This is an optimization exercise on Yosys and OpenROAD, whose aim is small area, not a production implementation.
Where RTL was checked, it was by simulation tests only, not by an equivalence proof against the original.
No functional check of the RTL was part of runs 2 to 5.
Power is estimated from default activity; no workload was simulated.

**flow/config.mk**
```make
export PLATFORM = sky130hd
export DESIGN_NAME = drs_readout_top
export DESIGN_NICKNAME = drs_readout_top
export VERILOG_FILES = /design/flow/design.v
export SDC_FILE = /design/flow/constraint.sdc
export NUM_CORES = 4
export LEC_CHECK = 0
export CAP_MARGIN = 20
export CORE_MARGIN = 2
export CORE_UTILIZATION = 40
export SLEW_MARGIN = 20
```
**flow/design.v**
```verilog
package drs_readout_pkg;
	localparam int N_CHIP = 8;
	localparam int CELL_W = 10;
	localparam int ADC_W = 12;
	localparam int READ_DEPTH = 30;
	localparam int ADC_LATENCY = 17;
	localparam logic [7:0] HEADER_BYTE = 8'hEB;
	localparam logic [7:0] TRAILER_BYTE = 8'h75;
	localparam int EVENT_BYTES = 2 + 2 * N_CHIP + 2 * N_CHIP * READ_DEPTH + 1;
	typedef logic [ADC_W-1:0] adc_sample_t;
	typedef logic [CELL_W-1:0] stop_cell_t;
	typedef logic [$clog2(READ_DEPTH)-1:0] sample_index_t;
	typedef logic [$clog2(N_CHIP)-1:0] chip_index_t;
endpackage
`timescale 1ns/1ns
import drs_readout_pkg::*;
module readout_sequencer (
	input logic AD9222_FCO_P,
	input logic rst,
	input logic trig,
	input logic tx_full,
	output logic drs_rsrload,
	output logic drs_srclk,
	output logic busy,
	output logic tx_wr,
	output logic cell_shift,
	output logic row_write,
	output logic fmt,
	output logic [4:0] pos,
	output logic [8:0] byte_cnt,
	output logic [7:0] event_cnt
);
	localparam logic [2:0] ST_IDLE = 3'd0;
	localparam logic [2:0] ST_RUN0 = 3'd1;
	localparam logic [2:0] ST_RUN1 = 3'd2;
	localparam logic [2:0] ST_FMT = 3'd3;
	localparam logic [2:0] ST_DONE = 3'd4;
	logic [2:0] state;
	logic trig_q;
	logic pos_end;
	logic last_byte;
	assign pos_end = (pos == 5'd29);
	assign last_byte = (byte_cnt[8:4] == 5'd30) & ~byte_cnt[3];
	assign busy = (state != ST_IDLE);
	assign fmt = (state == ST_FMT);
	assign tx_wr = fmt & ~tx_full;
	assign row_write = (state == ST_RUN1);
	assign drs_rsrload = (state == ST_RUN0) & (pos == 5'd3);
	assign drs_srclk = ((state == ST_RUN0) & (pos != 5'd3)) | ((state == ST_RUN1) & (pos <= 5'd12));
	assign cell_shift = (state == ST_RUN0) & (pos >= 5'd4) & (pos <= 5'd13);
	always_ff @(posedge AD9222_FCO_P) begin
		if (rst) begin
			state <= ST_IDLE;
			trig_q <= 1'b0;
			pos <= '0;
			byte_cnt <= '0;
			event_cnt <= '0;
		end else begin
			trig_q <= trig;
			pos <= pos_end ? 5'd0 : pos + 5'd1;
			case (state)
				ST_IDLE: begin
					if (trig & ~trig_q) begin
						pos <= 5'd3;
						byte_cnt <= 9'd494;
						state <= ST_RUN0;
					end
				end
				ST_RUN0: begin
					if (pos_end) state <= ST_RUN1;
				end
				ST_RUN1: begin
					if (pos_end) state <= ST_FMT;
				end
				ST_FMT: begin
					if (tx_wr) begin
						byte_cnt <= byte_cnt + 9'd1;
						if (last_byte) state <= ST_DONE;
					end
				end
				ST_DONE: begin
					event_cnt <= event_cnt + 8'd1;
					state <= ST_IDLE;
				end
				default: begin
					state <= ST_IDLE;
				end
			endcase
		end
	end
endmodule
`timescale 1ns/1ns
`timescale 1ns/1ns
`timescale 1ns/1ns
import drs_readout_pkg::*;
module sample_buffer (
	input logic AD9222_FCO_P,
	input logic [drs_readout_pkg::N_CHIP-1:0][drs_readout_pkg::ADC_W-1:0] adc_data,
	input logic [drs_readout_pkg::N_CHIP-1:0] drs_srout,
	input logic row_write,
	input logic cell_shift,
	input logic fmt,
	input logic tx_wr,
	input logic [4:0] pos,
	input logic [8:0] byte_cnt,
	output logic [drs_readout_pkg::ADC_W-1:0] rd_word
);
	localparam int HALF = READ_DEPTH / 2;
	logic [READ_DEPTH-1:0][N_CHIP-1:0][ADC_W-1:0] ring;
	logic [N_CHIP-1:0][ADC_W-1:0] stage;
	logic [4:0] row;
	logic [4:0] row_next;
	logic [2:0] chip;
	logic lo_sel;
	logic [4:0] pos_half;
	logic at0_cur, at0_next, at1_cur, at1_next;
	always_ff @(posedge AD9222_FCO_P) begin
		for (int i = 0; i < READ_DEPTH - 1; i++) begin
			ring[i] <= ring[i+1];
		end
		ring[READ_DEPTH-1] <= row_write ? adc_data : ring[0];
	end
	assign row = byte_cnt[8:4];
	assign row_next = row + 5'd1;
	assign chip = byte_cnt[3:1];
	assign lo_sel = byte_cnt[0];
	assign pos_half = (pos < 5'd15) ? pos + 5'd15 : pos - 5'd15;
	assign at0_cur = (pos == row);
	assign at0_next = (pos == row_next);
	assign at1_cur = (pos_half == row);
	assign at1_next = (pos_half == row_next);
	always_ff @(posedge AD9222_FCO_P) begin
		for (int c = 0; c < N_CHIP; c++) begin
			if (cell_shift) begin
				stage[c] <= {stage[c][ADC_W-2:0], drs_srout[c]};
			end else if (fmt) begin
				if (c < chip || (c == chip && lo_sel && tx_wr)) begin
					if (at0_next) begin
						stage[c] <= ring[0][c];
					end else if (at1_next) begin
						stage[c] <= ring[HALF][c];
					end
				end else begin
					if (at0_cur) begin
						stage[c] <= ring[0][c];
					end else if (at1_cur) begin
						stage[c] <= ring[HALF][c];
					end
				end
			end
		end
	end
	assign rd_word = stage[chip];
endmodule
`timescale 1ns/1ns
import drs_readout_pkg::*;
module event_formatter (
	input logic [8:0] byte_cnt,
	input logic [7:0] event_cnt,
	input drs_readout_pkg::adc_sample_t rd_word,
	output logic [7:0] tx_data
);
	logic [4:0] row;
	assign row = byte_cnt[8:4];
	always_comb begin
		if (row == 5'd30) begin
			if (!byte_cnt[3]) begin
				tx_data = TRAILER_BYTE;
			end else if (!byte_cnt[0]) begin
				tx_data = HEADER_BYTE;
			end else begin
				tx_data = event_cnt;
			end
		end else if (byte_cnt[0]) begin
			tx_data = rd_word[7:0];
		end else if (row == 5'd31) begin
			tx_data = {6'b0, rd_word[9:8]};
		end else begin
			tx_data = {4'b0, rd_word[11:8]};
		end
	end
endmodule
`timescale 1ns/1ns
import drs_readout_pkg::*;
module drs_readout_top (
	input logic AD9222_FCO_P,
	input logic rst,
	input logic trig,
	input logic [drs_readout_pkg::N_CHIP-1:0] drs_srout,
	input logic [drs_readout_pkg::N_CHIP-1:0][drs_readout_pkg::ADC_W-1:0] adc_data,
	input logic tx_full,
	output logic drs_rsrload,
	output logic drs_srclk,
	output logic [7:0] tx_data,
	output logic tx_wr,
	output logic busy
);
	logic cell_shift;
	logic row_write;
	logic fmt;
	logic [4:0] pos;
	logic [8:0] byte_cnt;
	logic [7:0] event_cnt;
	drs_readout_pkg::adc_sample_t rd_word;
	readout_sequencer readout_sequencer_i (
		.AD9222_FCO_P(AD9222_FCO_P),
		.rst(rst),
		.trig(trig),
		.tx_full(tx_full),
		.drs_rsrload(drs_rsrload),
		.drs_srclk(drs_srclk),
		.busy(busy),
		.tx_wr(tx_wr),
		.cell_shift(cell_shift),
		.row_write(row_write),
		.fmt(fmt),
		.pos(pos),
		.byte_cnt(byte_cnt),
		.event_cnt(event_cnt)
	);
	sample_buffer sample_buffer_i (
		.AD9222_FCO_P(AD9222_FCO_P),
		.adc_data(adc_data),
		.drs_srout(drs_srout),
		.row_write(row_write),
		.cell_shift(cell_shift),
		.fmt(fmt),
		.tx_wr(tx_wr),
		.pos(pos),
		.byte_cnt(byte_cnt),
		.rd_word(rd_word)
	);
	event_formatter event_formatter_i (
		.byte_cnt(byte_cnt),
		.event_cnt(event_cnt),
		.rd_word(rd_word),
		.tx_data(tx_data)
	);
endmodule
```
**flow/constraint.sdc**
```tcl
create_clock -name core_clock -period 10.0 [get_ports {AD9222_FCO_P}]
set_input_delay 2.0000 -clock core_clock [delete_from_list [all_inputs] [get_ports {AD9222_FCO_P}]]
set_output_delay 2.0000 -clock core_clock [all_outputs]
set_load 0.01 [all_outputs]
```
**flow/run.sh**
```bash
#!/bin/bash
# synth_recipe.tcl (not shown) runs the flow's synth.tcl, then flattens the netlist and writes it again
# the make line also repeats each setting of config.mk as NAME=value (left out here)
make -C /OpenROAD-flow-scripts/flow DESIGN_CONFIG=/design/flow/config.mk WORK_HOME=/design/flow/orfs CLKGATE_MAP_FILE= SYNTH_SCRIPT=/design/flow/synth_recipe.tcl finish
```
==> impl_results.md, run 1 <==
- Status: finished clean
- Clock network power share: 0.460
- Initial antenna violation count: 11
- Post-synth top area cell: dfxtp_1
- Max-cap viol count: 0
- Placed Cells: 5,987
- Vias in the first global route: 25,700
- Flops & latches, synth: 3,002
- Top-area cell type share of the netlist area: 0.873
- Comb power frac: 0.010
- Net Switching: 4.30 mW
- RSZ-0062 raised after global routing: no
- I/O Pins: 120
- VDD IR max: 169 uV
- Period utilisation layout: 0.573
- Starting Density: 0.403
- Hold Path Class: flop to flop
- Critical path class: flop to output pin
- # clock sinks: between 3,000 and 4,000
- Yosys warns: 3
- Tmin final: 5730 ps
- WP data arrival: 3730 ps
- Total Die Area: 170,000 um2
- DP Area: ~70,000 um2
- Global-route wire length before repair: ~150,000 um
- H-tree levels: 5
- Synth-to-layout area growth: 19.6%
- Final cell count without fillers: 6,479
- Final setup viols: 0
- Total GRT Usage: 0.118
- # hold bufs at CTS: 0
- CTS tree: yes
- Synth Instances: 3,739
- Longest Clk Path Bufs: 4
- Asr flop ratio synth: 0
- TritonCTS Buffers: 285
- # port buffers: 119
- Share of layout cells above drive strength 1: 0.138
- Ranking of synthesized cells by area: dfxtp_1 87%, edfxtp_1 4.3%, mux2_2 1.7%
- Distinct cells, synth: 63
- End-of-flow core utilization: 0.482
- Residual DRC: 0
- Setup TNS: 0 ps
- PnR Total Power: 22.7 mW
- Post-synth EDFFs: 96
- Max Freq: between 150 and 200 MHz
- Root Driver: clkbuf_16
- Pint: 18.4 mW
- Via density: between 4 and 5
- Chip Height: 412 um
- Sequential share of the synthesized area: 0.917
- Reg power frac: 0.530
- Worst EP required: 8000 ps
- Measured slew at the worst slew-check pin: between 1000 and 1500 ps
- Fin. Hold Viols: 0
- Vias: roughly 26,000
- PwrDens: between 200 and 300 nW/um2
- Worst-path clk slew: 60 ps
- Worst setup SP type: flop
- Routed WL: 100,000 um
- Post-Route Skew: 53.0 ps
- Avg Cell Area, Syn: about 18 um2
- Synth Net Count: 3,855
- DR WL/cell: 15.5 um
- Setup bufs post-CTS: 0
- Final #Nets: 4,201
- Final ANT Viol Nets: 0
- RD Place Congestion: 0.821
- Switching Share: 0.189
- DP Wirelength: between 60,000 and 70,000 um
- Top FF cell, synth: dfxtp_1
- CP Max Fanout: 28
- Rows: 149
- Finished Cell Area: 79,700 um2
- DR iter-0 viols: 1,534
- Pre-antenna DRT Iters: 6
- Grt total ovfl: 0
- Chip width: approximately 400 um
- Largest net degree at the start of global routing: 91
- Relative slew margins: 0.266
- Mapped Area: 66,600 um2
- Total leakage power: 31.8 nW
- Final slew viol count: 0
- Core ar.: 165,000 um2
- Reg2reg setup slack: 6090 ps
- Critical path capture point type: output pin
- Worst-skew pair later-pin latency: 880 ps
- Post-CTS sizing: 0
-- registers in the layout, indices dropped and copies added, names as in the netlist --
name / cells
sample_buffer_i.ring: 2880
sample_buffer_i.stage: 96
readout_sequencer_i.trig_q: 1
readout_sequencer_i.event_cnt: 8
readout_sequencer_i.state: 3
readout_sequencer_i.byte_cnt: 9
readout_sequencer_i.pos: 5
-- cell families (layout without fill, tap and decap cells) --
family | Yosys count | count (layout) | share of synthesized area
other cells | 0 | 5 | 0
xor+xnor | 36 | 36 | 0.00505
buf+inv | 90 | 636 | 0.00620
flops | 3002 | 3002 | 0.917
mux | 219 | 219 | 0.0396
compound gates | 168 | 168 | 0.0158
fa+ha+maj | 8 | 8 | 0.00150
simple gates | 216 | 216 | 0.0153
-- cells in the final DEF (no fill, tap or decap), types with 17 or more instances in the layout --
master           synthesis  routed
clkdlybuf4s50_1          0     118
dfxtp_1               2906    2904
nor2_1                  40      40
nor3_1                  20      19
mux2i_1                 93      93
a21oi_1                 40      40
mux2_2                 100     100
o21ai_0                 38      38
nand2_1                106     106
clkinv_2                 0      35
clkbuf_1                27      56
edfxtp_1                96      96
clkbuf_8                 0      56
clkbuf_16                0     298
o21ai_1                 37      37
mux4_2                  25      25
xnor2_1                 18      18
inv_1                   17      17
-- cell type report --
class / count / area, um2
fill: 13700 / 85500
sequential: 3002 / 61100
clock buffer: 410 / 8440
multi-input combinational: 647 / 5190
tap: 2189 / 2740
timing repair buffer: 130 / 1270
clock inverter: 77 / 883
inverter: 19 / 71.3
antenna: 5 / 12.5
-- power groups by stage --
stage | sequential, mW | clock (mW) | combinational (mW)
after CTS | 12.0 | 10.7 | 0.235
after global routing | 12.0 | 11.2 | 0.249
after floorplan | 12.3 | 0 | 0.151
after detailed placement | 12.3 | 0 | 0.234
after global placement | 12.3 | 0 | 0.231
final | 12.0 | 10.4 | 0.233
-- cells in the mapped netlist (14+ instances only) --
| library cell | count |
|---|---|
| dfxtp_1 | 2906 |
| nand2_1 | 106 |
| mux2_2 | 100 |
| edfxtp_1 | 96 |
| mux2i_1 | 93 |
| a21oi_1 | 40 |
| nor2_1 | 40 |
| o21ai_0 | 38 |
| o21ai_1 | 37 |
| buf_2 | 27 |
| clkbuf_1 | 27 |
| mux4_2 | 25 |
| nor3_1 | 20 |
| xnor2_1 | 18 |
| inv_1 | 17 |
| xor2_1 | 16 |
| o221ai_1 | 14 |
-- metrics by stage --
| stage | setup slack (ps) | hold WS [ps] |
|---|---|---|
| after floorplan | 5670 | 310 |
| after detailed placement | 4440 | 312 |
| final | 4270 | 282 |
| after global routing | 3980 | 283 |
| after CTS | 4130 | 281 |
| after global placement | 4430 | 310 |
-- final timing paths --
| check | startpoint | to | depth (start not counted) |
|---|---|---|---|
| setup / recovery | readout_sequencer_i.byte_cnt[1]$_SDFFE_PP0P_ | tx_data[3] | 6 |
| hold / removal | sample_buffer_i.ring[1563]$_DFF_P_ | sample_buffer_i.ring[1467]$_DFF_P_ | 0 |
| setup reg to reg | readout_sequencer_i.pos[0]$_SDFF_PP0_ | sample_buffer_i.stage[75]$_DFFE_PP_ | 8 |
| hold reg to reg | sample_buffer_i.ring[1563]$_DFF_P_ | sample_buffer_i.ring[1467]$_DFF_P_ | 0 |
-- critical path, stage by stage, from the launching register on --
cell,delay (ps)
dfxtp_2,890
mux4_2,600
mux2i_1,150
nor3_1,60
a21oi_1,180
o221ai_1,380
clkdlybuf4s50_1,610
-- routing by layer --
metal,global-route usage,vias to the layer above,routed length (um)
met5,0,-,23
met4,0.0471,4,2840
met3,0.0358,212,5370
met2,0.172,527,42500
met1,0.164,12400,49500
li1,-,12900,-
==> run 2, diff against run 1 <==
--- a/flow/design.v
+++ b/flow/design.v
@@ -51,2 +51,13 @@
 	always_ff @(posedge AD9222_FCO_P) begin
+		if (state == ST_IDLE) begin
+			pos <= 5'd3;
+			byte_cnt <= 9'd494;
+		end else begin
+			pos <= pos_end ? 5'd0 : pos + 5'd1;
+			if (tx_wr) begin
+				byte_cnt <= byte_cnt + 9'd1;
+			end
+		end
+	end
+	always_ff @(posedge AD9222_FCO_P) begin
 		if (rst) begin
@@ -54,4 +65,2 @@
 			trig_q <= 1'b0;
-			pos <= '0;
-			byte_cnt <= '0;
 			event_cnt <= '0;
@@ -59,3 +68,2 @@
 			trig_q <= trig;
-			pos <= pos_end ? 5'd0 : pos + 5'd1;
 			case (state)
@@ -63,4 +71,2 @@
 					if (trig & ~trig_q) begin
-						pos <= 5'd3;
-						byte_cnt <= 9'd494;
 						state <= ST_RUN0;
@@ -76,3 +82,2 @@
 					if (tx_wr) begin
-						byte_cnt <= byte_cnt + 9'd1;
 						if (last_byte) state <= ST_DONE;
--- a/flow/config.mk
+++ b/flow/config.mk
@@ -9,3 +9,4 @@
 export CORE_MARGIN = 2
-export CORE_UTILIZATION = 40
+export CORE_UTILIZATION = 70
+export CTS_BUF_LIST = sky130_fd_sc_hd__clkbuf_4
 export SLEW_MARGIN = 20
==> impl_results.md, run 2 <==
- Status: finished clean
- Pre-antenna DRT Iters: 5
- Root Driver: clkbuf_4
- Grt total ovfl: 0
- Asr flop ratio synth: 0
- Largest Register: sample_buffer_i.ring
- Final ANT Viol Nets: 0
- Post-synth top area cell: dfxtp_1
- Total leakage power: 33.0 nW
- Critical path class: flop to output pin
- DP Wirelength: 68,100 um
- Highest-count cells in the layout ignoring fill and taps: 2,905 x dfxtp_1, 961 x clkbuf_4, 191 x mux2i_1
- Largest register FFs: between 2,000 and 3,000
- Setup TNS: 0 ps
- Synth Net Count: 3,954
- Hold depth: 0
- Relative slew margins: 0.265
- Critical path capture point type: output pin
- RSZ-0062 raised after global routing: no
- CTS tree: yes
- Worst EP required: 8000 ps
- Worst-path clk slew: 60 ps
- Worst-skew pair later-pin latency: 1270 ps
- Ranking of synthesized cells by area: dfxtp_1 86%, edfxtp_1 4.2%, mux2i_1 2.8%
- Setup ws final: about 3600 ps
- Period utilisation layout: 0.641
- Pre-CTS WS: 4220 ps
- Flops & latches, synth: 3,002
- Distinct cells, synth: 63
- Finished Cell Area: 78,500 um2
- Post-synth EDFFs: 96
- Hold Slack: roughly 260 ps
- DP Area: 70,300 um2
- Total Die Area: a little under 100,000 um2
- Chip Height: 315 um
- I/O Pins: 120
- WP data arrival: 4410 ps
- Top Registers: sample_buffer_i.ring x2880, sample_buffer_i.stage x96, readout_sequencer_i.byte_cnt x9
- VDD IR max: 214 uV
- Largest net degree at the start of global routing: between 70 and 80
- Post-CTS sizing: 0
- Max Freq: 156 MHz
- CP Max Fanout: 27
- Final #Nets: roughly 4,700
- Worst setup SP type: flop
- Setup bufs post-CTS: 0
- Top FF cell, synth: dfxtp_1
- Top-area cell type share of the netlist area: 0.858
- Avg Cell Area, Syn: 17.7 um2
- Tmin final: 6410 ps
- CP max-delay cell: dfxtp_1
- Total GRT Usage: 0.253
- # clock sinks: 3,002
- Via density: approximately 4.8
- Longest Clk Path Bufs: 4
- Mapped Area: 67,800 um2
- CP peak stage delay: roughly 1100 ps
- Placed Cells: 5,158
- Crit path cell chain: inv_1, a22oi_1, nand3_1, o21ai_0, o21ai_0, clkdlybuf4s50_1
- Final slew viol count: 0
- Yosys warns: 3
- Routed WL: ~120,000 um
- Measured slew at the worst slew-check pin: 1100 ps
- End-of-flow core utilization: 0.815
- Reg area: 61,100 um2
- # hold bufs at CTS: 0
- Synth-to-layout area growth: 15.8%
- Hold Path Class: flop to flop
- PnR Total Power: 21.3 mW
- Area of the multi-input gates: 6350 um2
- Vias in the first global route: 33,700
- Final cell count without fillers: 6,268
- Core ar.: a little under 100,000 um2
- DR WL/cell: 19.6 um
- Cell mode on critical path: o21ai_0
- # port buffers: approximately 120
- PwrDens: 271 nW/um2
- Post-Route Skew: 121 ps
- Max-cap viol count: 0
- Starting Density: 0.704
- R2R depth: 7
- Most common cell after layout, fill and taps aside: dfxtp_1
- Fill count: 4,581
- Synth cell count leaders: 2,906 x dfxtp_1, 192 x mux2i_1, 119 x nand2_1
- Share of layout cells above drive strength 1: 0.236
- Rows: 114
- Residual DRC: 0
- Initial antenna violation count: 12
- Synth Instances: roughly 3,800
- Final setup viols: 0
- Fin. Hold Viols: 0
- Global-route wire length before repair: 188,000 um
- RD Place Congestion: roughly 0.90
- Most common cell in the netlist: dfxtp_1
- Vias: ~30,000
- Chip width: 315 um
- DR iter-0 viols: approximately 1,400
- Sequential share of the synthesized area: 0.900
- H-tree levels: 6
- TritonCTS Buffers: 660
run 2: cell count changes in the layout (fill, tap and decap cells not counted), moves of 33 or more:
cell,previous run,this run
clkbuf_8,56,0
clkbuf_4,0,961
clkbuf_16,298,0
clkinv_1,0,85
mux2i_1,93,191
clkbuf_1,56,0
a21oi_1,40,7
o221ai_1,14,86
run 2: final cells by class:
| class | count | share of cell area |
|---|---|---|
| flip-flops and latches | 3002 | 0.777 |
| multi-input cells | 734 | 0.0808 |
| well taps | 1276 | 0.0203 |
| diodes | 9 | 0.000287 |
| inverters | 17 | 0.000812 |
| clock buffers | 961 | 0.0919 |
| clock inverters | 138 | 0.0121 |
| repair buffers | 131 | 0.0163 |
run 2: path summary, 6_finish.rpt:
| path | from | endpoint | slack [ps] |
|---|---|---|---|
| min | sample_buffer_i.ring[818]$_DFF_P_ | sample_buffer_i.ring[722]$_DFF_P_ | 260 |
| min reg2reg | sample_buffer_i.ring[818]$_DFF_P_ | sample_buffer_i.ring[722]$_DFF_P_ | 260 |
| max reg2reg | readout_sequencer_i.pos[0]$_SDFF_PP1_ | sample_buffer_i.stage[27]$_DFFE_PP_ | 6100 |
| max | readout_sequencer_i.byte_cnt[3]$_SDFFE_PP1P_ | tx_data[2] | 3590 |
run 2: where the power goes:
part           switching (mW)  internal, mW
Clock                    4.41          4.72
Combinational          0.0584        0.0602
Sequential            0.00964          12.0
Total                    4.48          16.8
run 2: cells by family (layout without fill, tap and decap cells):
group,count (synthesis),count (layout),synth area share
AO/OA/AOI/OAI,161,161,0.0192
XOR/XNOR,31,31,0.00422
adder cells (fa/ha/maj),8,8,0.00148
buffers and inverters,102,1247,0.00729
flip-flops,3002,3002,0.900
multiplexers,312,312,0.0522
other,0,9,0
AND/OR/NAND/NOR,222,222,0.0155
run 2: layer usage:
layer / GRT usage / wire [um] / vias up
met5: 0 / 41 / -
met4: 0.117 / 3480 / 6
met3: 0.0692 / 5920 / 247
met2: 0.419 / 61600 / 829
met1: 0.312 / 51600 / 14600
li1: - / - / 14400
run 2: worst max-delay path, delay by kind of cell (launching register included):
kind                   cells  cell delay (ps)
AOI/OAI and AO/OA          3              870
and+or+nand+nor            1              110
buffers and inverters      2             1160
DFF                        1             1050
==> run 3, diff against run 2 <==
--- a/flow/config.mk
+++ b/flow/config.mk
@@ -10,3 +10,3 @@
 export CORE_UTILIZATION = 70
-export CTS_BUF_LIST = sky130_fd_sc_hd__clkbuf_4
+export CTS_BUF_LIST = sky130_fd_sc_hd__clkbuf_8
 export SLEW_MARGIN = 20
==> impl_results.md, run 3 <==
- Status: finished clean
- Worst EP required: ~8000 ps
- Avg Cell Area, Syn: 17.7 um2
- Final slew viol count: 0
- Pre-antenna DRT Iters: 7
- Routed WL: approximately 120,000 um
- Residual DRC: 0
- Highest-count cells in the layout ignoring fill and taps: 2,905 x dfxtp_1, 526 x clkbuf_8, 191 x mux2i_1
- Post-synth EDFFs: between 90 and 100
- Tmin final: 6130 ps
- Reg2reg setup slack: 6100 ps
- Top Registers: sample_buffer_i.ring x2880, sample_buffer_i.stage x96, readout_sequencer_i.byte_cnt x9
- Total Die Area: 99,400 um2
- Initial antenna violation count: 13
- Synth-to-layout area growth: 15.9%
- Top-area cell type share of the netlist area: 0.858
- Post-Route Skew: 104 ps
- Asr flop ratio synth: 0
- Ranking of synthesized cells by area: dfxtp_1 86%, edfxtp_1 4.2%, mux2i_1 2.8%
- Post-synth top area cell: dfxtp_1
- RD Place Congestion: 0.903
- Chip Height: 315 um
- Final setup viols: 0
- Hold Path Class: flop to flop
- Total GRT Usage: 0.244
- Reg2reg start: readout_sequencer_i.pos[0]$_SDFF_PP1_
- Most common cell in the netlist: dfxtp_1
- Yosys warns: 3
- Critical path capture point type: output pin
- PwrDens: ~270 nW/um2
- Top FF cell, synth: dfxtp_1
- Final #Nets: 4,411
- Root Driver: clkbuf_8
- WHS Endpoint: sample_buffer_i.ring[2265]$_DFF_P_
- CP max-delay cell: dfxtp_1
- Longest Clk Path Bufs: 4
- Relative slew margins: 0.259
- Sequential share of the synthesized area: 0.900
- # port buffers: 119
- Distinct cells, synth: 63
- Starting Density: 0.704
- Total leakage power: 32.9 nW
- Setup TNS: 0 ps
- Worst-path clk slew: approximately 60 ps
- Fin. Hold Viols: 0
- Max-cap viol count: 0
- Post-CTS sizing: 0
- Most common cell after layout, fill and taps aside: dfxtp_1
- H-tree levels: 5
- Largest register FFs: 2,880
- TritonCTS Buffers: 410
- Reg2reg end: sample_buffer_i.stage[25]$_DFFE_PP_
- Synth Net Count: 3,954
- Final ANT Viol Nets: 0
- DR WL/cell: 20.1 um
- DP Wirelength: 68,100 um
- Share of layout cells above drive strength 1: 0.165
- VDD IR max: between 200 and 300 uV
- Global-route wire length before repair: 181,000 um
- Mapped Area: 67,800 um2
- CP Max Fanout: 27
- Period utilisation layout: 0.613
- R2R depth: 7
- Worst setup SP type: flop
- Core ar.: around 96,000 um2
- Vias in the first global route: 31,200
- Rows: 114
- Worst-skew pair later-pin latency: 1010 ps
- # hold bufs at CTS: 0
- Max Freq: 163 MHz
- Chip width: around 320 um
- Cell mode on critical path: o21ai_0
- Grt total ovfl: 0
- Start point of the worst hold path: sample_buffer_i.ring[2361]$_DFF_P_
- WP data arrival: just over 4000 ps
- # clock sinks: roughly 3,000
- Critical path class: flop to output pin
- Hold depth: 0
- I/O Pins: 120
- Measured slew at the worst slew-check pin: 1110 ps
- Largest net degree at the start of global routing: between 70 and 80
- Synth Instances: ~3,800
- Synth cell count leaders: 2,906 x dfxtp_1, 192 x mux2i_1, 119 x nand2_1
- Setup bufs post-CTS: 0
- RSZ-0062 raised after global routing: no
- DR iter-0 viols: roughly 1,500
- CTS tree: yes
- Flops & latches, synth: 3,002
- Vias: between 20,000 and 30,000
- Largest Register: sample_buffer_i.ring
- Crit path cell chain: inv_1, a22oi_1, nand3_1, o21ai_0, o21ai_0, clkdlybuf4s50_1
- CP peak stage delay: 1050 ps
- Hold Slack: 272 ps
- Via density: 4.82
[run 3: final cells by class]
type	count	area, um2
inverters	17	63.8
flip-flops and latches	3002	61100
multi-input cells	734	6350
diodes	4	10.0
fillers	4248	17800
clock inverters	185	1040
repair buffers	130	1270
clock buffers	526	7240
well taps	1276	1600
[run 3: critical path: cells and delay by family, from the launching register on]
kind            cells  cell delay (ps)
compound gates      3              840
buf+inv             2             1170
flops               1             1050
simple gates        1              110
[run 3: cell families (layout without fill, tap and decap cells)]
| family | Yosys count | count (layout) | share of synthesized area |
|---|---|---|---|
| muxes | 312 | 312 | 0.0522 |
| buffers and inverters | 102 | 858 | 0.00729 |
| other | 0 | 4 | 0 |
| DFF | 3002 | 3002 | 0.900 |
| xor gates and xnor gates | 31 | 31 | 0.00422 |
| AOI/OAI and AO/OA | 161 | 161 | 0.0192 |
| and+or+nand+nor | 222 | 222 | 0.0155 |
| adders and majority gates | 8 | 8 | 0.00148 |
[run 3: report_power, final]
part           switching [mW]  total (mW)  internal (mW)
sequential            0.00969        12.0           12.0
combinational          0.0581       0.118         0.0602
clock                    4.26        9.16           4.90
total                    4.33        21.3           17.0
[run 3: worst max-delay path by stage]
stage	slack [ps]	endpoint	start
CTS	3830	tx_data[2]	readout_sequencer_i.byte_cnt[3]$_SDFFE_PP1P_
global placement	4290	tx_wr	tx_full
finish	3870	tx_data[2]	readout_sequencer_i.byte_cnt[3]$_SDFFE_PP1P_
floorplan	5630	tx_wr	tx_full
global route	3580	tx_data[2]	readout_sequencer_i.byte_cnt[3]$_SDFFE_PP1P_
detailed placement	4220	tx_wr	tx_full
[run 3: per-stage QoR]
stage	cells	total power [mW]	util	setup WS, ps	instance area, um2
global route	5874	22.0	0.816	3580	78600
global placement	5158	12.4	0.729	4290	70300
floorplan	3838	12.3	-	5630	67800
detailed placement	5158	12.4	0.729	4220	70300
finish	5874	21.3	0.816	3870	78600
CTS	5869	21.5	0.815	3830	78600
[run 3: layer usage]
metal / vias up / part of all wire / GRT usage
li1: 13600 / - / -
met1: 13800 / 0.43 / 0.315
met2: 704 / 0.49 / 0.406
met3: 236 / 0.043 / 0.0532
met4: 8 / 0.027 / 0.0976
met5: - / 0.00037 / 0
==> run 4, diff against run 3 <==
==> flow/flow/run.sh (new file) <==
#!/bin/bash
# Standard layout, with small port buffers and no dummy clock loads in CTS.
set -euo pipefail
export BUFFER_PORTS_ARGS="-buffer_cell sky130_fd_sc_hd__buf_1"
export CTS_ARGS="-sink_clustering_enable -repair_clock_nets -dont_use_dummy_load -sink_clustering_size 30"
bash standard.sh > standard.log 2>&1
==> flow/standard.sh (new file) <==
#!/bin/bash
# synth_recipe.tcl (not shown) runs the flow's synth.tcl, then flattens the netlist and writes it again
# the make line also repeats each setting of config.mk as NAME=value (left out here)
make -C /OpenROAD-flow-scripts/flow DESIGN_CONFIG=/design/flow/config.mk WORK_HOME=/design/flow/orfs CLKGATE_MAP_FILE= SYNTH_SCRIPT=/design/flow/synth_recipe.tcl "${@:-finish}"
--- a/flow/config.mk
+++ b/flow/config.mk
@@ -9,4 +9,3 @@
 export CORE_MARGIN = 2
-export CORE_UTILIZATION = 70
-export CTS_BUF_LIST = sky130_fd_sc_hd__clkbuf_8
+export CORE_UTILIZATION = 40
 export SLEW_MARGIN = 20
removed: flow/run.sh
==> impl_results.md, run 4 <==
- Status: finished clean
- Reg area: 61,100 um2
- CP Max Fanout: 27
- Max Freq: roughly 180 MHz
- Longest Clk Path Bufs: 4
- Top FF cell, synth: dfxtp_1
- Synth-to-layout area growth: 15.1%
- RSZ-0062 raised after global routing: no
- Initial antenna violation count: 15
- DP Wirelength: 68,700 um
- Rows: 151
- Worst-path clk slew: 60 ps
- Tmin final: 5590 ps
- Total leakage power: 31.4 nW
- DR WL/cell: 16.6 um
- Final setup viols: 0
- Routed WL: approximately 110,000 um
- Mapped Area: ~68,000 um2
- Post-Route Skew: 85.5 ps
- Ranking of synthesized cells by area: dfxtp_1 86%, edfxtp_1 4.2%, mux2i_1 2.8%
- Critical path capture point type: output pin
- WP data arrival: 3590 ps
- # port buffers: 119
- Worst setup SP type: flop
- H-tree levels: 5
- Vias: 27,000
- Synth Net Count: 3,954
- WP buf/inv: 2
- Total GRT Usage: 0.123
- Final ANT Viol Nets: 0
- Period utilisation layout: 0.559
- TritonCTS Buffers: a little under 300
- Most common cell after layout, fill and taps aside: dfxtp_1
- Max-cap viol count: 0
- VDD IR max: 152 uV
- Sequential share of the synthesized area: 0.900
- Distinct cells, synth: 63
- # hold bufs at CTS: 0
- CTS tree: yes
- Root Driver: clkbuf_16
- Critical path class: flop to output pin
- # clock sinks: between 3,000 and 4,000
- Measured slew at the worst slew-check pin: 1140 ps
- Setup ws final: between 4000 and 5000 ps
- Total Die Area: 173,000 um2
- Yosys warns: 3
- Avg Cell Area, Syn: 17.7 um2
- Area of the multi-input gates: 6380 um2
- Setup TNS: 0 ps
- Chip Height: 416 um
- CP max-delay cell: dfxtp_1
- Highest-count cells in the layout ignoring fill and taps: 2,905 x dfxtp_1, 291 x clkbuf_16, 191 x mux2i_1
- Flops & latches, synth: about 3,000
- Worst-skew pair later-pin latency: 880 ps
- Post-synth top area cell: dfxtp_1
- Pre-antenna DRT Iters: 5
- Asr flop ratio synth: 0
- Vias in the first global route: 26,900
- DP Area: 70,800 um2
- Largest register FFs: about 2,900
- Relative slew margins: 0.242
- Global-route wire length before repair: roughly 160,000 um
- Largest Register: sample_buffer_i.ring
- Synth cell count leaders: 2,906 x dfxtp_1, 192 x mux2i_1, 119 x nand2_1
- Share of layout cells above drive strength 1: 0.108
- Crit path cell chain: inv_1, o32ai_1, buf_1
- Final cell count without fillers: 6,395
- Core ar.: 169,000 um2
- Grt total ovfl: 0
- Synth Instances: between 3,000 and 4,000
- DR iter-0 viols: roughly 1,600
- Largest net degree at the start of global routing: 108
- Crit-path leading delay family: flip-flops
- Post-CTS sizing: 0
- Hold Path Class: flop to flop
- I/O Pins: 120
- Starting Density: 0.402
- Fin. Hold Viols: 0
- End-of-flow core utilization: 0.462
- Top-area cell type share of the netlist area: 0.858
- PnR Total Power: between 20 and 25 mW
- Top Registers: sample_buffer_i.ring x2880, sample_buffer_i.stage x96, readout_sequencer_i.byte_cnt x9
- Residual DRC: 0
- Fill count: 14,400
- Post-synth EDFFs: 96
- Worst EP required: 8000 ps
- Pre-CTS WS: between 5000 and 6000 ps
- PwrDens: 270 nW/um2
- Chip width: 416 um
- RD Place Congestion: 0.831
- Final slew viol count: 0
- CP peak stage delay: 1010 ps
- Finished Cell Area: 78,100 um2
- Placed Cells: 6,098
- Most common cell in the netlist: dfxtp_1
- Hold Slack: 267 ps
- Setup bufs post-CTS: 0
- Via density: around 4.2
- Final #Nets: around 4,300
## run 4: path summary, 6_finish.rpt
| check | endpoint | slack (ps) | from | cells after the start |
|---|---|---|---|---|
| worst min-delay path | sample_buffer_i.ring[1861]$_DFF_P_ | 270 | sample_buffer_i.ring[1957]$_DFF_P_ | 0 |
| worst max register to register | sample_buffer_i.stage[37]$_DFFE_PP_ | 6150 | readout_sequencer_i.pos[1]$_SDFF_PP1_ | 7 |
| worst max-delay path | tx_data[7] | 4410 | readout_sequencer_i.byte_cnt[3]$_SDFFE_PP1P_ | 3 |
| worst min register to register | sample_buffer_i.ring[1861]$_DFF_P_ | 270 | sample_buffer_i.ring[1957]$_DFF_P_ | 0 |
## run 4: cells by family after synthesis
family | synth area share
AO/OA/AOI/OAI | 0.0192
XOR/XNOR | 0.00422
adder cells (fa/ha/maj) | 0.00148
buffers and inverters | 0.00729
flip-flops | 0.900
multiplexers | 0.0522
AND/OR/NAND/NOR | 0.0155
## run 4: where the power goes
part / leakage (nW) / internal [mW] / switching [mW]
logic: 3.51 / 0.0314 / 0.0622
clock network: 3.59 / 5.10 / 3.82
registers: 24.3 / 12.0 / 0.00945
total: 31.4 / 17.2 / 3.90
## run 4: layout make-up
cell class	instances	area share
Sequential cell	3002	0.782
Inverter	17	0.000817
Clock buffer	291	0.0933
Multi-Input combinational cell	734	0.0817
Antenna cell	5	0.000160
Tap cell	2218	0.0355
Timing Repair Buffer	128	0.00659
## run 4: worst reg2reg max path, delay by kind of cell, from the launching register on
| family | cells | cell delay (ps) |
|---|---|---|
| AO/OA/AOI/OAI | 5 | 2150 |
| flip-flops | 1 | 640 |
| adder cells (fa/ha/maj) | 1 | 450 |
| XOR/XNOR | 1 | 150 |
## run 4: metal layers
metal	global-route usage	wire, um	vias to the layer above	part of all wire
met5	0	0	-	0
li1	-	-	13200	-
met3	0.0295	4510	248	0.042
met4	0.0619	4220	0	0.040
met2	0.193	48500	520	0.46
met1	0.159	49200	13000	0.46
==> run 5, diff against run 4 <==
==> flow/flow/run.sh (replaced) <==
#!/bin/bash
# Standard layout, with small port buffers and no dummy clock loads in CTS.
set -euo pipefail
export BUFFER_PORTS_ARGS="-buffer_cell sky130_fd_sc_hd__buf_1"
export CTS_ARGS="-sink_clustering_enable -repair_clock_nets -dont_use_dummy_load"
bash standard.sh > standard.log 2>&1
==> impl_results.md, run 5 <==
- Global-route wire length before repair: between 150,000 and 200,000 um
- Post-synth EDFFs: 96
- Sequential share of the synthesized area: 0.900
- Total GRT Usage: 0.123
- Start point of the worst hold path: sample_buffer_i.ring[1957]$_DFF_P_
- Routed WL: 106,000 um
- Vias: 27,000
- PnR Total Power: about 21 mW
- Rows: 151
- DP Area: a little over 70,000 um2
- Synth Instances: 3,838
- Synth Net Count: 3,954
- Starting Density: 0.402
- Pre-antenna DRT Iters: 5
- Final setup viols: 0
- Top-area cell type share of the netlist area: 0.858
- Mapped Area: 67,800 um2
- Largest register FFs: 2,880
- Synth cell count leaders: 2,906 x dfxtp_1, 192 x mux2i_1, 119 x nand2_1
- Period utilisation layout: 0.559
- Largest Register: sample_buffer_i.ring
- Top FF cell, synth: dfxtp_1
- Max Freq: 179 MHz
- Worst EP required: 8000 ps
- Final #Nets: 4,290
- Tmin final: 5590 ps
- Setup TNS: 0 ps
- # port buffers: 119
- Residual DRC: 0
- Avg Cell Area, Syn: around 18 um2
- Root Driver: clkbuf_16
- Post-CTS sizing: 0
- RSZ-0062 raised after global routing: no
- Share of layout cells above drive strength 1: 0.108
- CTS tree: yes
- Initial antenna violation count: 15
- Measured slew at the worst slew-check pin: 1140 ps
- Worst-skew pair later-pin latency: 880 ps
- Final ANT Viol Nets: 0
- I/O Pins: 120
- TritonCTS Buffers: 291
- Worst-path clk slew: 60 ps
- Flops & latches, synth: 3,002
- Total leakage power: approximately 31 nW
- Synth-to-layout area growth: 15.1%
- R2R depth: 7
- Finished Cell Area: 78,100 um2
- # clock sinks: 3,002
- # hold bufs at CTS: 0
- DR iter-0 viols: ~1,600
- H-tree levels: 5
- Vias in the first global route: 26,900
- Total Die Area: roughly 170,000 um2
- Largest net degree at the start of global routing: 108
- DP Wirelength: roughly 69,000 um
- DR WL/cell: approximately 17 um
- Fill count: 14,400
- Status: finished clean
- Most common cell after layout, fill and taps aside: dfxtp_1
- Via density: 4.22
- Core ar.: between 150,000 and 200,000 um2
- Most common cell in the netlist: dfxtp_1
- Reg2reg end: sample_buffer_i.stage[37]$_DFFE_PP_
- Setup bufs post-CTS: 0
- Top Registers: sample_buffer_i.ring x2880, sample_buffer_i.stage x96, readout_sequencer_i.byte_cnt x9
- WP data arrival: between 3000 and 4000 ps
- Hold depth: 0
- RD Place Congestion: 0.831
- Yosys warns: 3
- Highest-count cells in the layout ignoring fill and taps: 2,905 x dfxtp_1, 291 x clkbuf_16, 191 x mux2i_1
- Ranking of synthesized cells by area: dfxtp_1 86%, edfxtp_1 4.2%, mux2i_1 2.8%
- Grt total ovfl: 0
- Final slew viol count: 0
- VDD IR max: 152 uV
- PwrDens: approximately 270 nW/um2
- Chip width: 416 um
- Post-Route Skew: 85.5 ps
- Longest Clk Path Bufs: 4
- Relative slew margins: 0.242
- Chip Height: 416 um
- Hold Path Class: flop to flop
- Critical path capture point type: output pin
- CP Max Fanout: 27
- Distinct cells, synth: 63
- Post-synth top area cell: dfxtp_1
- Fin. Hold Viols: 0
- Max-cap viol count: 0
- Critical path class: flop to output pin
- Asr flop ratio synth: 0
- Reg2reg setup slack: 6150 ps
- Worst setup SP type: flop
- Reg2reg start: readout_sequencer_i.pos[1]$_SDFF_PP1_
- WHS Endpoint: sample_buffer_i.ring[1861]$_DFF_P_
run 5: layer usage:
metal,vias to the layer above,global-route usage,wire [um]
li1,13200,-,-
met5,-,0,0
met2,520,0.193,48500
met4,0,0.0619,4220
met1,13000,0.159,49200
met3,248,0.0295,4510
run 5: how the worst max path moves through the flow:
stage	start	end	slack, ps	cells past startpoint
floorplan	tx_full	tx_wr	5630	1
global route	readout_sequencer_i.byte_cnt[3]$_SDFFE_PP1P_	tx_data[2]	4310	6
finish	readout_sequencer_i.byte_cnt[3]$_SDFFE_PP1P_	tx_data[7]	4410	3
global placement	tx_full	tx_wr	5090	3
detailed placement	tx_full	tx_wr	5100	3
CTS	readout_sequencer_i.byte_cnt[3]$_SDFFE_PP1P_	tx_data[7]	4340	3
run 5: kinds of logic after synthesis:
group | share of synthesized area
muxes | 0.0522
buffers and inverters | 0.00729
and+or+nand+nor | 0.0155
DFF | 0.900
AOI/OAI and AO/OA | 0.0192
xor gates and xnor gates | 0.00422
adders and majority gates | 0.00148
run 5: cell type report:
class	count	area, um2	share of cell area
multi-input cells	734	6380	0.0817
clock buffers	291	7280	0.0933
inverters	17	63.8	0.000817
well taps	2218	2780	0.0355
flip-flops and latches	3002	61100	0.782
diodes	5	12.5	0.000160
repair buffers	128	514	0.00659
run 5: metrics by stage:
stage               cells  hold WS, ps  utilization  setup WS [ps]
finish               6395          267        0.462           4410
global route         6393          274        0.462           4310
CTS                  6389          260        0.462           4340
detailed placement   6098          312        0.419           5100
global placement     6098          310        0.419           5090
floorplan            3838          310            -           5630
run 5: where the power goes:
group	leakage [nW]	switching [mW]	internal [mW]	total (mW)
logic	3.51	0.0622	0.0314	0.0936
clock network	3.59	3.82	5.10	8.92
registers	24.3	0.00945	12.0	12.0
run 5: worst max-delay path, cell delays in order, from the launching register on:
cell and delay (ps):
dfxtp_1 1010, inv_1 530, o32ai_1 930, buf_1 220
==> run 6, diff against run 5 <==
--- a/flow/design.v
+++ b/flow/design.v
@@ -136,22 +136,22 @@
 	assign at1_next = (pos_half == row_next);
-	always_ff @(posedge AD9222_FCO_P) begin
+	logic [N_CHIP-1:0] take;
+	logic [N_CHIP-1:0] sel;
+	logic [N_CHIP-1:0][ADC_W-1:0] stage_d;
+	always_comb begin
 		for (int c = 0; c < N_CHIP; c++) begin
-			if (cell_shift) begin
-				stage[c] <= {stage[c][ADC_W-2:0], drs_srout[c]};
-			end else if (fmt) begin
-				if (c < chip || (c == chip && lo_sel && tx_wr)) begin
-					if (at0_next) begin
-						stage[c] <= ring[0][c];
-					end else if (at1_next) begin
-						stage[c] <= ring[HALF][c];
-					end
-				end else begin
-					if (at0_cur) begin
-						stage[c] <= ring[0][c];
-					end else if (at1_cur) begin
-						stage[c] <= ring[HALF][c];
-					end
-				end
+			if (c < chip || (c == chip && lo_sel && tx_wr)) begin
+				take[c] = fmt & (at0_next | at1_next);
+				sel[c] = cell_shift | (fmt & ~at0_next & at1_next);
+			end else begin
+				take[c] = fmt & (at0_cur | at1_cur);
+				sel[c] = cell_shift | (fmt & ~at0_cur & at1_cur);
 			end
-		end
+			stage_d[c] = ({ADC_W{~take[c] & ~sel[c]}} & stage[c])
+				| ({ADC_W{~take[c] & sel[c]}} & {stage[c][ADC_W-2:0], drs_srout[c]})
+				| ({ADC_W{take[c] & ~sel[c]}} & ring[0][c])
+				| ({ADC_W{take[c] & sel[c]}} & ring[HALF][c]);
+		end
+	end
+	always_ff @(posedge AD9222_FCO_P) begin
+		stage <= stage_d;
 	end
==> flow/flow/run.sh (replaced) <==
#!/bin/bash
# Standard layout, with small port buffers and a leaner clock tree (no dummy loads).
set -euo pipefail
export BUFFER_PORTS_ARGS="-buffer_cell sky130_fd_sc_hd__buf_1"
export CTS_ARGS="-sink_clustering_enable -repair_clock_nets -dont_use_dummy_load -buf_list sky130_fd_sc_hd__clkbuf_4 -sink_buffer_max_cap_derate 0.1 -sink_clustering_size 10 -sink_clustering_max_diameter 40"
bash standard.sh > standard.log 2>&1
--- a/flow/config.mk
+++ b/flow/config.mk
@@ -9,3 +9,4 @@
 export CORE_MARGIN = 2
-export CORE_UTILIZATION = 40
+export CORE_UTILIZATION = 65
+export PLACE_DENSITY = 0.75
 export SLEW_MARGIN = 20
==> impl_results.md, run 6 <==
- Status: finished clean
- Vias in the first global route: between 20,000 and 30,000
- Hold Path Class: flop to flop
- DR WL met3: about 5100 um
- Stages on worst setup path: 5
- # port buffers: 119
- Pint: 13.8 mW
- Worst-skew pair later-pin latency: 1200 ps
- Relative slew margins: 0.208
- Chip Height: 322 um
- DR WL/cell: 17.8 um
- Fill count: 6,145
- Synth cell count leaders: 3,002 x dfxtp_1, 97 x mux2_2, 96 x a221o_1, 96 x a22o_1, 57 x clkbuf_1
- Period utilisation layout: 0.584
- Synth Net Count: 3,777
- I/O Pins: 120
- Most common cell after layout, fill and taps aside: dfxtp_1
- Share of layout cells above drive strength 1: 0.123
- # clock sinks: 3,002
- Initial antenna violation count: 16
- Post-CTS sizing: 0
- Setup bufs post-CTS: 0
- Met1 Wirelength: about 46,000 um
- Rows: 116
- # hold bufs at CTS: 0
- Total leakage power: 28.0 nW
- Via density: around 4.8
- WP data arrival: 3840 ps
- DP Wirelength: 62,200 um
- Ranking of synthesized cells by area: dfxtp_1 92%, mux2_2 1.7%, a221o_1 1.5%
- Residual DRC: 0
- Final slew viol count: 0
- Avg Cell Area, Syn: around 18 um2
- Chip width: 322 um
- Switching Share: 0.200
- Synth-to-layout area growth: 7.00%
- CTS tree: yes
- Reg2reg setup slack: around 6000 ps
- CP peak stage delay: 940 ps
- Comb power frac: 0.011
- Worst-path clk slew: around 100 ps
- Total Die Area: 103,000 um2
- Worst setup SP type: flop
- Flops & latches, synth: 3,002
- Clock network power share: 0.284
- Top-area cell type share of the netlist area: 0.916
- R2R depth: 11
- PnR Total Power: 17.2 mW
- Top Registers: sample_buffer_i.ring x2880, sample_buffer_i.stage x96, readout_sequencer_i.byte_cnt x9
- Global-route wire length before repair: 144,000 um
- Critical path class: flop to output pin
- Reg power frac: 0.705
- Measured slew at the worst slew-check pin: 1150 ps
- Critical path capture point type: output pin
- Asr flop ratio synth: 0
- Post-synth top area cell: dfxtp_1
- Distinct cells, synth: 54
- TritonCTS Buffers: 355
- Top FF cell, synth: dfxtp_1
- Starting Density: 0.656
- Final #Nets: 4,185
- Fin. Hold Viols: 0
- Final ANT Viol Nets: 0
- PwrDens: 245 nW/um2
- Sequential share of the synthesized area: 0.916
- Top routing layer in use: met5
- Final setup viols: 0
- Largest Register: sample_buffer_i.ring
- Largest register FFs: 2,880
- Crit path cell chain: mux2i_1, o311ai_0, o22ai_1, o31ai_1, buf_1
- Met2 wire len: 41,600 um
- Vias: roughly 26,000
- DR iter-0 viols: approximately 1,500
- Root Driver: clkbuf_4
- Reg2reg end: sample_buffer_i.stage[14]$_DFF_P_
- CP Max Fanout: 30
- VDD IR max: 137 uV
- Crit-path leading delay family: compound AO/OA/AOI/OAI gates
- Mapped Area: 65,600 um2
- Longest Clk Path Bufs: 4
- WP buf/inv: 1
- Routed WL: 95,500 um
- Yosys warns: 3
- Pre-antenna DRT Iters: 5
- CP max-delay cell: dfxtp_2
- Core ar.: 100,000 um2
- Setup TNS: 0 ps
- RSZ-0062 raised after global routing: no
- Post-synth EDFFs: 0
- Grt total ovfl: 0
- Net Switching: 3.44 mW
- RD Place Congestion: 0.823
- Max Freq: 171 MHz
- Reg2reg start: readout_sequencer_i.byte_cnt[4]$_SDFFE_PP0P_
- Highest-count cells in the layout ignoring fill and taps: 3,001 x dfxtp_1, 355 x clkbuf_4, 119 x buf_1
- Largest net degree at the start of global routing: about 80
- Tmin final: approximately 5800 ps
- Crit path capture: tx_data[1]
- Worst EP required: 8000 ps
- Most common cell in the netlist: dfxtp_1
- H-tree levels: 5
- Setup crit start: readout_sequencer_i.byte_cnt[1]$_SDFFE_PP1P_
- Max-cap viol count: 0
- Post-Route Skew: 124 ps
- Synth Instances: 3,661
- Total GRT Usage: 0.188
## run 6: per-layer routing
| metal | vias to the layer above | track usage |
|---|---|---|
| met5 | - | 0 |
| met4 | 6 | 0.0760 |
| met3 | 199 | 0.0468 |
| met2 | 672 | 0.275 |
| met1 | 12300 | 0.271 |
| li1 | 12800 | - |
## run 6: power by group through the flow
stage                     registers (mW)  clock network [mW]  logic (mW)
after global placement              12.4                   0       0.183
after CTS                           12.1                5.09       0.192
after floorplan                     12.3                   0       0.146
final                               12.1                4.88       0.193
after detailed placement            12.4                   0       0.192
after global routing                12.2                5.56       0.207
## run 6: worst register-to-register path: cells and delay by family, from the launching register on
family          cells  cell delay [ps]
mux                 1              250
simple gates        2              830
flops               1              500
xor+xnor            2              340
compound gates      4             1490
fa+ha+maj           2              570
## run 6: cell families after synthesis
group           count (synthesis)  synth area share
mux                           142            0.0279
flops                        3002             0.916
xor+xnor                       34           0.00475
compound gates                255            0.0338
fa+ha+maj                       8           0.00153
buf+inv                        85           0.00547
simple gates                  135            0.0104
## run 6: area by class of cell
class	instances	area (um2)	area share
diodes	10	25.0	0.000357
clock buffers	355	2670	0.0380
inverters	7	26.3	0.000374
multi-input cells	574	5210	0.0743
flip-flops and latches	3002	60100	0.856
well taps	1298	1620	0.0231
repair buffers	129	534	0.00761
## run 6: through the flow
step	area (um2)	worst slack (ps)	hold WS, ps	utilization	instances
2_1_floorplan	65600	5550	310	-	3661
3_3_place_gp	67400	5220	310	0.674	5009
3_5_place_dp	67400	5150	312	0.674	5009
4_1_cts	70100	3950	200	0.701	5364
5_1_grt	70200	3760	209	0.702	5370
6_report	70200	4160	204	0.702	5375
## run 6: worst min-delay path by stage
stage / startpoint / end / slack (ps) / cells past startpoint
after CTS: sample_buffer_i.ring[2857]$_DFF_P_ / sample_buffer_i.ring[2761]$_DFF_P_ / 200 / 0
after detailed placement: sample_buffer_i.ring[1289]$_DFF_P_ / sample_buffer_i.ring[1193]$_DFF_P_ / 310 / 0
after global placement: sample_buffer_i.ring[1861]$_DFF_P_ / sample_buffer_i.ring[1765]$_DFF_P_ / 310 / 0
after floorplan: sample_buffer_i.ring[96]$_DFF_P_ / sample_buffer_i.ring[0]$_DFF_P_ / 310 / 0
after global routing: sample_buffer_i.ring[2857]$_DFF_P_ / sample_buffer_i.ring[2761]$_DFF_P_ / 210 / 0
final: sample_buffer_i.ring[2479]$_DFF_P_ / sample_buffer_i.ring[2383]$_DFF_P_ / 200 / 0
==> run 7, diff against run 6 <==
==> flow/flow/run.sh (replaced) <==
#!/bin/bash
# Standard layout, with small port buffers and a leaner clock tree (no dummy loads).
set -euo pipefail
export BUFFER_PORTS_ARGS="-buffer_cell sky130_fd_sc_hd__buf_1"
export CTS_ARGS="-sink_clustering_enable -repair_clock_nets -dont_use_dummy_load -buf_list sky130_fd_sc_hd__clkbuf_8 -sink_buffer_max_cap_derate 0.1 -sink_clustering_size 18 -sink_clustering_max_diameter 50"
bash standard.sh > standard.log 2>&1
==> impl_results.md, run 7 <==
- Largest net degree at the start of global routing: 81
- Top Registers: sample_buffer_i.ring x2880, sample_buffer_i.stage x96, readout_sequencer_i.byte_cnt x9
- Reg2reg end: sample_buffer_i.stage[44]$_DFF_P_
- Top FF cell, synth: dfxtp_1
- Post-Route Skew: 121 ps
- Global-route wire length before repair: 142,000 um
- Asr flop ratio synth: 0
- Crit-path leading delay family: compound AO/OA/AOI/OAI gates
- CP Max Fanout: 30
- Starting Density: 0.656
- Most common cell after layout, fill and taps aside: dfxtp_1
- DR WL/cell: 18.3 um
- Vias in the first global route: 24,700
- Final setup viols: 0
- Top-area cell type share of the netlist area: 0.916
- Largest Register: sample_buffer_i.ring
- Tmin final: 5610 ps
- PwrDens: ~250 nW/um2
- Start point of the worst hold path: sample_buffer_i.ring[1694]$_DFF_P_
- Reg2reg setup slack: 5920 ps
- Worst-path clk slew: ~100 ps
- Worst setup SP type: flop
- VDD IR max: 137 uV
- Post-synth EDFFs: 0
- Post-synth top area cell: dfxtp_1
- Sequential share of the synthesized area: 0.916
- Total leakage power: 27.7 nW
- Distinct cells, synth: 54
- H-tree levels: 4
- Post-CTS sizing: 0
- Via density: 4.81
- Grt total ovfl: 0
- Core ar.: 100,000 um2
- Initial antenna violation count: 14
- Chip Height: around 320 um
- RSZ-0062 raised after global routing: no
- Critical path capture point type: output pin
- Critical path class: flop to output pin
- Area of the multi-input gates: between 5000 and 6000 um2
- Avg Cell Area, Syn: approximately 18 um2
- DR iter-0 viols: 1,567
- Pre-antenna DRT Iters: 5
- I/O Pins: 120
- Synth Net Count: 3,777
- Share of layout cells above drive strength 1: 0.0856
- Worst EP required: roughly 8000 ps
- Net Switching: 3.38 mW
- Final #Nets: 4,021
- # hold bufs at CTS: 0
- WP data arrival: 3610 ps
- Rows: 116
- DP Wirelength: ~62,000 um
- TritonCTS Buffers: between 150 and 200
- Flops & latches, synth: approximately 3,000
- # clock sinks: about 3,000
- Final slew viol count: 0
- PnR Total Power: 17.2 mW
- Total Die Area: 103,000 um2
- Residual DRC: 0
- Worst-skew pair later-pin latency: 880 ps
- RD Place Congestion: between 0.8 and 0.9
- Setup TNS: 0 ps
- Comb power frac: 0.011
- Vias: 25,000
- Most common cell in the netlist: dfxtp_1
- Measured slew at the worst slew-check pin: 1070 ps
- Highest-count cells in the layout ignoring fill and taps: 3,001 x dfxtp_1, 191 x clkbuf_8, 119 x buf_1
- Final cell count without fillers: around 5,200
- Chip width: 322 um
- Placed Cells: roughly 5,000
- Reg2reg start: readout_sequencer_i.byte_cnt[5]$_SDFFE_PP1P_
- Max-cap viol count: 0
- WP buf/inv: 1
- Synth Instances: 3,661
- WHS Endpoint: sample_buffer_i.ring[1598]$_DFF_P_
- Crit path cell chain: mux2i_1, o311ai_0, o22ai_1, o31ai_1, buf_1
- CP max-delay cell: dfxtp_2
- Hold Path Class: flop to flop
- Relative slew margins: 0.269
- Reg area: ~60,000 um2
- Final ANT Viol Nets: 0
- CTS tree: yes
- Switching Share: 0.196
- # port buffers: 119
- Reg power frac: 0.704
- Largest register FFs: around 2,900
- Longest Clk Path Bufs: 3
- Status: finished clean
- Setup bufs post-CTS: 0
- Fin. Hold Viols: 0
- Routed WL: 95,500 um
- Yosys warns: 3
- R2R depth: 11
- Max Freq: 178 MHz
- Total GRT Usage: 0.186
- Pint: ~14 mW
- Clock network power share: 0.284
- Hold depth: 0
- Fill count: 5,980
- Synth cell count leaders: 3,002 x dfxtp_1, 97 x mux2_2, 96 x a221o_1, 96 x a22o_1, 57 x clkbuf_1
- Ranking of synthesized cells by area: dfxtp_1 92%, mux2_2 1.7%, a221o_1 1.5%
- CP peak stage delay: a little over 900 ps
- Synth-to-layout area growth: 6.92%
- Mapped Area: 65,600 um2
- Root Driver: clkbuf_8
- Period utilisation layout: 0.561
-- run 7: cell counts after synthesis --
No cell type changed its count.
-- run 7: cell families (layout without fill, tap and decap cells) --
| kind of cell | Yosys count | in the layout | share of synthesized area |
|---|---|---|---|
| flops | 3002 | 3002 | 0.916 |
| compound gates | 255 | 255 | 0.0338 |
| mux | 142 | 142 | 0.0279 |
| simple gates | 135 | 135 | 0.0104 |
| buf+inv | 85 | 327 | 0.00547 |
| xor+xnor | 34 | 34 | 0.00475 |
| fa+ha+maj | 8 | 8 | 0.00153 |
| other cells | 0 | 7 | 0 |
-- run 7: power groups by stage --
stage	registers, mW	logic [mW]	clock network, mW
2_1_floorplan	12.3	0.146	0
3_3_place_gp	12.4	0.183	0
3_5_place_dp	12.4	0.192	0
4_1_cts	12.1	0.192	5.05
5_1_grt	12.2	0.207	5.45
6_report	12.1	0.192	4.90
-- run 7: how the worst max path moves through the flow --
stage	startpoint	end	slack, ps	cells after the start
2_1_floorplan	readout_sequencer_i.byte_cnt[1]$_SDFFE_PP1P_	tx_data[1]	5550	7
3_3_place_gp	tx_full	tx_wr	5220	3
3_5_place_dp	tx_full	sample_buffer_i.stage[20]$_DFF_P_	5150	7
4_1_cts	readout_sequencer_i.byte_cnt[1]$_SDFFE_PP1P_	tx_data[1]	4320	5
5_1_grt	readout_sequencer_i.byte_cnt[1]$_SDFFE_PP1P_	tx_data[1]	4140	5
6_report	readout_sequencer_i.byte_cnt[1]$_SDFFE_PP1P_	tx_data[1]	4390	5
-- run 7: through the flow --
stage	cell area (um2)	hold WS, ps	utilization	setup slack [ps]
detailed placement	67400	312	0.674	5150
global route	70100	253	0.701	4140
CTS	70100	244	0.701	4320
global placement	67400	310	0.674	5220
finish	70100	247	0.701	4390
floorplan	65600	310	-	5550
-- run 7: routing by layer --
metal | GRT usage | up-vias | part of all wire | wire length, um
met1 | 0.274 | 12000 | 0.49 | 47200
met5 | 0 | - | 0.00026 | 25
li1 | - | 12300 | - | -
met4 | 0.0660 | 6 | 0.025 | 2380
met2 | 0.275 | 567 | 0.43 | 41100
met3 | 0.0402 | 171 | 0.050 | 4820
-- run 7: cell type report --
type                    instances  share of cell area
flip-flops and latches       3002               0.857
multi-input cells             574              0.0742
clock buffers                 191              0.0375
well taps                    1298              0.0232
repair buffers                129             0.00762
inverters                       7            0.000375
diodes                          7            0.000250
==> run 8, diff against run 7 <==
==> flow/flow/run.sh (replaced) <==
#!/bin/bash
# Standard layout, with small port buffers and a leaner clock tree (no dummy loads).
set -euo pipefail
export BUFFER_PORTS_ARGS="-buffer_cell sky130_fd_sc_hd__buf_1"
export CTS_ARGS="-sink_clustering_enable -repair_clock_nets -dont_use_dummy_load -buf_list sky130_fd_sc_hd__clkbuf_4 -sink_buffer_max_cap_derate 0.1 -sink_clustering_size 12 -sink_clustering_max_diameter 35"
bash standard.sh > standard.log 2>&1
==> impl_results.md, run 8 <==
- Status: finished clean
- Final setup viols: 0
- End-of-flow core utilization: 0.699
- RSZ-0062 raised after global routing: no
- Setup bufs post-CTS: 0
- Post-Route Skew: 135 ps
- Reg2reg setup slack: 5910 ps
- Hold depth: 0
- Ranking of synthesized cells by area: dfxtp_1 92%, mux2_2 1.7%, a221o_1 1.5%
- Final slew viol count: 0
- Core ar.: roughly 100,000 um2
- Start point of the worst hold path: sample_buffer_i.ring[2443]$_DFF_P_
- Critical path class: flop to output pin
- Flops & latches, synth: 3,002
- Chip Height: approximately 320 um
- Total GRT Usage: 0.186
- DP Wirelength: 62,200 um
- Measured slew at the worst slew-check pin: 1160 ps
- WP buf/inv: 1
- Most common cell after layout, fill and taps aside: dfxtp_1
- Crit-path leading delay family: compound AO/OA/AOI/OAI gates
- # clock sinks: 3,002
- Mapped Area: 65,600 um2
- Highest-count cells in the layout ignoring fill and taps: 3,001 x dfxtp_1, 318 x clkbuf_4, 119 x buf_1
- Setup TNS: 0 ps
- Synth-to-layout area growth: 6.56%
- Chip width: about 320 um
- Largest Register: sample_buffer_i.ring
- Max-cap viol count: 0
- Via density: 4.84
- Total leakage power: approximately 28 nW
- Most common cell in the netlist: dfxtp_1
- Post-synth top area cell: dfxtp_1
- CP Max Fanout: 30
- WHS Endpoint: sample_buffer_i.ring[2347]$_DFF_P_
- Starting Density: 0.656
- Vias in the first global route: 25,500
- Synth cell count leaders: 3,002 x dfxtp_1, 97 x mux2_2, 96 x a221o_1, 96 x a22o_1, 57 x clkbuf_1
- Sequential share of the synthesized area: 0.916
- Largest net degree at the start of global routing: 81
- Fill count: 6,166
- Largest register FFs: 2,880
- Relative slew margins: 0.225
- Fin. Hold Viols: 0
- WP data arrival: 3850 ps
- Routed WL: about 95,000 um
- Initial antenna violation count: 17
- Post-CTS sizing: 0
- Rows: 116
- # hold bufs at CTS: 0
- Longest Clk Path Bufs: 4
- Worst EP required: 8000 ps
- Top FF cell, synth: dfxtp_1
- Residual DRC: 0
- Crit path cell chain: mux2i_1, o311ai_0, o22ai_1, o31ai_1, buf_1
- Total Die Area: 103,000 um2
- Vias: 25,800
- CTS tree: yes
- CP peak stage delay: 920 ps
- CP max-delay cell: dfxtp_2
- I/O Pins: 120
- Yosys warns: 3
- Final ANT Viol Nets: 0
- Tmin final: 5850 ps
- Reg2reg end: sample_buffer_i.stage[44]$_DFF_P_
- PwrDens: between 200 and 250 nW/um2
- Reg2reg start: readout_sequencer_i.byte_cnt[4]$_SDFFE_PP0P_
- DR iter-0 viols: 1,561
- Hold Path Class: flop to flop
- Top-area cell type share of the netlist area: 0.916
- H-tree levels: 5
- # port buffers: 119
- Worst setup SP type: flop
- R2R depth: 11
- Avg Cell Area, Syn: 17.9 um2
- Post-synth EDFFs: 0
- Root Driver: clkbuf_4
- Final #Nets: 4,147
- TritonCTS Buffers: 318
- Global-route wire length before repair: 143,000 um
- Top Registers: sample_buffer_i.ring x2880, sample_buffer_i.stage x96, readout_sequencer_i.byte_cnt x9
- Distinct cells, synth: 54
- Asr flop ratio synth: 0
- RD Place Congestion: 0.823
- VDD IR max: 146 uV
- Worst-skew pair later-pin latency: 1160 ps
- Setup crit start: readout_sequencer_i.byte_cnt[1]$_SDFFE_PP1P_
- Synth Instances: 3,661
- Synth Net Count: 3,777
- Grt total ovfl: 0
- Pre-antenna DRT Iters: 5
- DR WL/cell: 17.8 um
- Share of layout cells above drive strength 1: 0.115
- Reg area: 60,100 um2
- Period utilisation layout: 0.585
- Worst-path clk slew: approximately 110 ps
- Area of the multi-input gates: 5210 um2
- Max Freq: 171 MHz
- Critical path capture point type: output pin
==> run 8: changes by cell type in the layout (fill, tap and decap cells not counted), sizes merged <==
cell / change
diode: +5
clkbuf: +127
buf: -1
==> run 8: kinds of logic (layout without fill, tap and decap cells) <==
logic type,Yosys count,in the layout,synth area share
buffers and inverters,85,453,0.00547
AOI/OAI and AO/OA,255,255,0.0338
muxes,142,142,0.0279
other,0,12,0
DFF,3002,3002,0.916
adders and majority gates,8,8,0.00153
and+or+nand+nor,135,135,0.0104
xor gates and xnor gates,34,34,0.00475
==> run 8: cell type report <==
type	count	area share
Multi-Input combinational cell	574	0.0746
Timing Repair Buffer	128	0.00741
Sequential cell	3002	0.860
Tap cell	1298	0.0232
Antenna cell	12	0.000430
Inverter	7	0.000376
Clock buffer	318	0.0342
==> run 8: per-layer routing <==
layer / wire length, um / part of all wire / vias to the layer above / global-route usage
met4: 2410 / 0.025 / 6 / 0.0731
met3: 5290 / 0.056 / 212 / 0.0433
met5: 31 / 0.00033 / - / 0
li1: - / - / 12700 / -
met2: 41100 / 0.43 / 658 / 0.271
met1: 46100 / 0.49 / 12200 / 0.271
==> run 8: where the power goes <==
group | leakage [nW] | total [mW] | internal [mW] | switching [mW]
clock | 1.46 | 4.67 | 1.48 | 3.20
sequential | 24.2 | 12.1 | 12.0 | 0.119
combinational | 2.15 | 0.192 | 0.115 | 0.0767
total | 27.8 | 17.0 | 13.6 | 3.39
==> run 8: worst max-delay path by stage <==
stage | endpoint | depth (start not counted) | slack, ps
6_report | tx_data[1] | 5 | 4150
5_1_grt | tx_data[1] | 5 | 3820
4_1_cts | tx_data[1] | 5 | 4000
3_5_place_dp | sample_buffer_i.stage[20]$_DFF_P_ | 7 | 5150
3_3_place_gp | tx_wr | 3 | 5220
2_1_floorplan | tx_data[1] | 7 | 5550
==> run 8: metrics by stage <==
step	setup WS (ps)	area (um2)	instances	total power [mW]	hold WS (ps)
floorplan	5550	65600	3661	12.5	310
finish	4150	69900	5339	17.0	185
CTS	4000	69800	5327	17.2	173
detailed placement	5150	67400	5009	12.6	312
global placement	5220	67400	5009	12.6	310
global route	3820	69900	5333	17.7	179

-- re-timing with driven ports --
How much do the figures lean on ideal ports? The routed layouts below were timed once more, with nothing changed but the port constraints.
Step 1 assumes that a clkbuf_16 drives the clock port and a buf_2 every other input.
Step 2 also shifts input and output timing later by t, the mid clock arrival at the registers, as if the neighbouring blocks saw the same clock.
a / b / c = ideal ports / drivers / drivers and shift; a / b = the first two.
run | t (ns) | setup WS [ns] | worst setup path after step 2 | clock arrival spread, ns | worst slew at a driven data input, ns
run 1 | 0.929 | 4.269 / 4.193 / 4.333 | input to output | 0.064 / 0.064 | 0.13
run 2 | 1.270 | 3.590 / 3.526 / 4.064 | input to output | 0.130 / 0.129 | 0.11
run 3 | 1.024 | 3.872 / 3.805 / 4.070 | input to output | 0.110 / 0.109 | 0.11
run 4 | 0.930 | 4.408 / 4.327 / 4.970 | input to output | 0.109 / 0.109 | 0.18
run 5 | 0.930 | 4.408 / 4.327 / 4.970 | input to output | 0.109 / 0.109 | 0.18
run 6 | 1.181 | 4.165 / 4.101 / 5.111 | input to output | 0.181 / 0.181 | 0.15
run 7 | 0.884 | 4.388 / 4.325 / 4.990 | input to output | 0.128 / 0.128 | 0.16
run 8 | 1.158 | 4.151 / 4.088 / 5.103 | input to output | 0.150 / 0.150 | 0.13
After both steps setup and hold are still met in every run listed.
